This is an optimization exercise on Yosys and OpenROAD, whose aim is small area, a short achievable clock period and few clock cycles per item, not a production implementation.
Only simulation tests tie the RTL to the original design; equivalence was not proved.
Power is estimated from default activity; no workload was simulated.

==> flow/design.v <==
package rrss_pkg;
  localparam int NUM_SLOTS  = 16;
  localparam int SLOT_W     = 4;
  localparam logic [7:0] TIME_SLICE_RST = 8'd16;
  localparam logic [1:0] ACT_TICK  = 2'd0;
  localparam logic [1:0] ACT_SLEEP = 2'd1;
  localparam logic [1:0] ACT_EXIT  = 2'd2;
  localparam logic [1:0] ACT_FORK  = 2'd3;
endpackage
module rrss_ctrl (
  input  logic        start,
  input  logic [17:0] item_i,
  input  logic        ne_i,        
  output logic        step_o,      
  output logic        sw_o,        
  output logic        tick_o,
  output logic        sleep_o,
  output logic        fork_o,      
  output logic        t1_o         
);
  logic [1:0]  act;
  logic [15:0] ticks;
  assign act   = item_i[17:16];
  assign ticks = item_i[15:0];
  assign tick_o  = (act == rrss_pkg::ACT_TICK);
  assign sleep_o = (act == rrss_pkg::ACT_SLEEP);
  assign fork_o  = start & (act == rrss_pkg::ACT_FORK);
  assign step_o  = start & (act != rrss_pkg::ACT_FORK) & ((act != rrss_pkg::ACT_SLEEP) | (|ticks));
  assign sw_o    = step_o & ~(tick_o & ne_i);
  assign t1_o    = (ticks == 16'd1);
endmodule
module rrss_datapath (
  input  logic [15:0]     blk_i,
  input  logic [15:0]     rdy_i,
  input  logic [16*16-1:0] wake_i,
  input  logic [15:0]     step_i,
  input  logic [15:0]     ticks_i,
  input  logic            k2_i,
  input  logic [3:0]      last_i,
  input  logic [15:0]     above_i,
  input  logic [7:0]      slice_i,
  input  logic [7:0]      ts_i,
  output logic [15:0]     cd_blk_o,      
  output logic [15:0]     cd_rdy_o,
  output logic [15:0]     last_oh_o,
  output logic [15:0]     cur_oh_o,
  output logic [15:0]     found_oh_o,    
  output logic [15:0]     found_above_o,
  output logic [3:0]      found_idx_o,
  output logic            any_cand_o,
  output logic [15:0]     first_dead_o,
  output logic [3:0]      dead_idx_o,
  output logic            any_dead_o,
  output logic            ne_o,
  output logic [15:0]     step_inc_o,
  output logic [15:0]     wake_new_o,
  output logic [7:0]      slice_inc_o
);
  localparam int N = rrss_pkg::NUM_SLOTS;
  logic [N-1:0] due, cand, cand_hi, pre_hi, pre_all, first_hi, first_all, dead, pre_dead;
  logic         any_hi;
  assign step_inc_o  = step_i + 16'd1;
  assign wake_new_o  = step_i + ticks_i - 16'd2;
  assign slice_inc_o = slice_i + 8'd1;
  assign ne_o        = (slice_i != ts_i);
  always_comb begin
    for (int i = 0; i < N; i++) begin
      last_oh_o[i] = (last_i == 4'(i));
      cur_oh_o[i]  = ~above_i[i] & ((i == N-1) | above_i[(i+1) % N]);
      due[i]       = last_oh_o[i] ? k2_i : (wake_i[16*i +: 16] == step_i);
    end
  end
  assign cd_blk_o = blk_i & ~rdy_i;
  assign cd_rdy_o = rdy_i | (blk_i & due);
  assign cand    = rdy_i & ~16'b1;
  assign cand_hi = cand & above_i;
  assign dead    = ~blk_i & ~rdy_i;
  always_comb begin
    pre_hi[0]   = 1'b0;
    pre_all[0]  = 1'b0;
    pre_dead[0] = 1'b0;
    for (int i = 1; i < N; i++) begin
      pre_hi[i]   = pre_hi[i-1]   | cand_hi[i-1];
      pre_all[i]  = pre_all[i-1]  | cand[i-1];
      pre_dead[i] = pre_dead[i-1] | dead[i-1];
    end
  end
  assign first_hi     = cand_hi & ~pre_hi;
  assign first_all    = cand & ~pre_all;
  assign first_dead_o = dead & ~pre_dead;
  assign any_hi     = |cand_hi;
  assign any_cand_o = |cand;
  assign any_dead_o = |dead;
  assign found_oh_o    = any_hi ? first_hi : first_all;
  assign found_above_o = any_hi ? pre_hi : pre_all;
  always_comb begin
    found_idx_o = '0;
    dead_idx_o  = '0;
    for (int i = 0; i < N; i++) begin
      if (found_oh_o[i]) found_idx_o = found_idx_o | 4'(i);
      if (first_dead_o[i]) dead_idx_o = dead_idx_o | 4'(i);
    end
  end
endmodule
module round_robin_sleep_scheduler_unit (
  input  logic                clk_i,
  input  logic                rst_ni,
  input  logic                start,
  input  logic [17:0]         item_i,
  output logic                busy,
  input  logic                cfg_we_i,
  input  logic [7:0]          cfg_wdata_i,
  output logic                done_o,
  output logic [8:0]          result_o
);
  localparam int N = rrss_pkg::NUM_SLOTS;
  logic [N-1:0]    blk_q, rdy_q;
  logic [16*N-1:0] wake_q;
  logic [15:0]     step_q;
  logic [15:0]     ticks_q;
  logic            k2_q;
  logic [3:0]      last_q;
  logic [3:0]      cur_q;
  logic [N-1:0]    above_q;
  logic [7:0]      slice_q;
  logic [7:0]      ts_q;
  logic            done_q;
  logic [3:0]      new_slot_q;
  logic            failed_q;
  logic            step, sw, tick, sleep, fork_acc, t1, ne;
  logic [N-1:0]    cd_blk, cd_rdy, last_oh, cur_oh, found_oh, found_above, first_dead;
  logic [3:0]      found_idx, dead_idx;
  logic            any_cand, any_dead;
  logic [15:0]     step_inc, wake_new;
  logic [7:0]      slice_inc;
  logic [N-1:0]    pick_oh, pick_above;
  logic [3:0]      pick_idx;
  rrss_ctrl u_ctrl (
    .start   (start),
    .item_i  (item_i),
    .ne_i    (ne),
    .step_o  (step),
    .sw_o    (sw),
    .tick_o  (tick),
    .sleep_o (sleep),
    .fork_o  (fork_acc),
    .t1_o    (t1)
  );
  rrss_datapath u_dp (
    .blk_i         (blk_q),
    .rdy_i         (rdy_q),
    .wake_i        (wake_q),
    .step_i        (step_q),
    .ticks_i       (ticks_q),
    .k2_i          (k2_q),
    .last_i        (last_q),
    .above_i       (above_q),
    .slice_i       (slice_q),
    .ts_i          (ts_q),
    .cd_blk_o      (cd_blk),
    .cd_rdy_o      (cd_rdy),
    .last_oh_o     (last_oh),
    .cur_oh_o      (cur_oh),
    .found_oh_o    (found_oh),
    .found_above_o (found_above),
    .found_idx_o   (found_idx),
    .any_cand_o    (any_cand),
    .first_dead_o  (first_dead),
    .dead_idx_o    (dead_idx),
    .any_dead_o    (any_dead),
    .ne_o          (ne),
    .step_inc_o    (step_inc),
    .wake_new_o    (wake_new),
    .slice_inc_o   (slice_inc)
  );
  assign pick_oh    = any_cand ? found_oh : (tick ? cur_oh : 16'b1);
  assign pick_above = any_cand ? found_above : (tick ? above_q : ~16'b1);
  assign pick_idx   = any_cand ? found_idx : (tick ? cur_q : 4'd0);
  always_ff @(posedge clk_i or negedge rst_ni) begin
    if (!rst_ni) begin
      blk_q <= '0;
      rdy_q <= 16'b1;
    end else begin
      for (int i = 0; i < N; i++) begin
        if (step) begin
          if (sw & pick_oh[i]) begin
            blk_q[i] <= 1'b1;
            rdy_q[i] <= 1'b0;
          end else if (cur_oh[i]) begin
            blk_q[i] <= sleep | ~sw;
            rdy_q[i] <= (tick & sw) | (sleep & t1);
          end else begin
            blk_q[i] <= cd_blk[i];
            rdy_q[i] <= cd_rdy[i];
          end
        end else if (fork_acc & first_dead[i]) begin
          rdy_q[i] <= 1'b1;
        end
      end
      blk_q[0] <= 1'b0;
      if (step) begin
        if (sw & pick_oh[0]) begin
          rdy_q[0] <= 1'b1;
        end else if (cur_oh[0]) begin
          rdy_q[0] <= ~(sleep | tick) ? 1'b0 : 1'b1;
        end
      end
    end
  end
  always_ff @(posedge clk_i) begin
    ticks_q <= item_i[15:0];
    k2_q    <= (item_i[15:0] == 16'd2);
    for (int i = 0; i < N; i++) begin
      if (last_oh[i]) wake_q[16*i +: 16] <= wake_new;
    end
  end
  always_ff @(posedge clk_i or negedge rst_ni) begin
    if (!rst_ni) begin
      step_q   <= '0;
      last_q   <= '0;
      cur_q    <= '0;
      above_q  <= ~16'b1;
      slice_q  <= '0;
      ts_q     <= rrss_pkg::TIME_SLICE_RST;
      done_q   <= 1'b0;
    end else begin
      if (cfg_we_i) ts_q <= cfg_wdata_i;
      if (step) step_q <= step_inc;
      last_q <= cur_q;
      if (sw) begin
        cur_q    <= pick_idx;
        above_q  <= pick_above;
        slice_q  <= 8'd1;
      end else if (step) begin
        slice_q <= slice_inc;
      end
      done_q <= start;
    end
  end
  always_ff @(posedge clk_i) begin
    if (start) begin
      new_slot_q <= (fork_acc & any_dead) ? dead_idx : 4'd0;
      failed_q   <= fork_acc & ~any_dead;
    end
  end
  assign busy     = 1'b0;
  assign done_o   = done_q;
  assign result_o = {cur_q, new_slot_q, failed_q};
endmodule
clock: 8.0 ns
lec_check: 0
cap_margin: 20
core_margin: 2
core_utilization: 50
cts_cluster_diameter: 80
cts_cluster_size: 25
gpl_routability_driven: 0
setup_slack_margin: 5
slew_margin: 20
run.sh (not shown) runs the stock make flow with config.mk's settings and CLKGATE_MAP_FILE= SYNTH_SCRIPT=/design/flow/synth_recipe.tcl, a recipe that flattens the netlist after the stock synthesis.
The first run produced a clean layout.
Testbench counts at the start, summed over its fixed seeds: cycles 8,000, items 8,000.
==> next run, changes <==
--- a/flow/config.mk
+++ b/flow/config.mk
@@ -10 +10 @@
-export CORE_UTILIZATION = 50
+export CORE_UTILIZATION = 55
@@ -13 +12,0 @@
-export GPL_ROUTABILITY_DRIVEN = 0
Design area rose slightly.
Synthesized area does not change.
Global-route usage rose by 2.8 points.
Setup slack gets worse by 0.068 ns.
Non-clock buffer count rose by 17.
Wire length rose by a few percent.
Flip-flop and latch count is unchanged.
==> next run, changes <==
--- a/flow/config.mk
+++ b/flow/config.mk
@@ -7,0 +8 @@
+export ABC_AREA = 1
@@ -10,3 +11 @@
-export CORE_UTILIZATION = 55
-export CTS_CLUSTER_DIAMETER = 80
-export CTS_CLUSTER_SIZE = 25
+export CORE_UTILIZATION = 65
Result: The changed run passed the timing, DRC and antenna checks. Synthesized cell count rises by 45%. Die area falls by 8.7%. Wire length rises by 11%. Global-route usage rises by 6.7 points. Final area rises by 9.5%. Worst setup slack gets worse by 0.078 ns. Core utilization rises by 13 points. Total power rises by 18%. Register-to-register slack gets worse by 0.08 ns.
==> next run, changes <==
--- a/flow/config.mk
+++ b/flow/config.mk
@@ -8 +7,0 @@
-export ABC_AREA = 1
@@ -11 +10 @@
-export CORE_UTILIZATION = 65
+export CORE_UTILIZATION = 50
Final cell count drops by 23%.
Wire length drops by 9.1%.
Clock power rose by about 2%.

-- separate check: timing with driven ports --
How much do the figures lean on ideal ports? The routed layouts below were timed once more, with nothing changed but the port constraints. Step 1 sets driving cells, clkbuf_16 on the clock port and buf_2 on the other inputs (assumed; they add their load-dependent delay and slew). Step 2, shift: input delay + t, output delay - t, t = (earliest + latest rising clock arrival at the registers) / 2. This alone moves slack from input paths to output paths. Slacks: ideal / step 1 / step 2; pairs: ideal / step 1.
run	shift t [ns]	setup WS [ns]	slew at the worst register clock pin (ns)
the first run	0.598	5.067 / 5.042 / 4.502	0.11 / 0.11
the second run	0.567	5.000 / 4.983 / 4.505	0.10 / 0.10
the third run	0.579	4.922 / 4.922 / 4.460	0.06 / 0.06
the fourth run	0.579	5.057 / 5.075 / 4.496	0.06 / 0.06
After both steps every run listed still meets setup and hold. The setup slack of the first run, which loses most, moves by -0.025 ns with the drivers and by -0.565 ns with both steps.
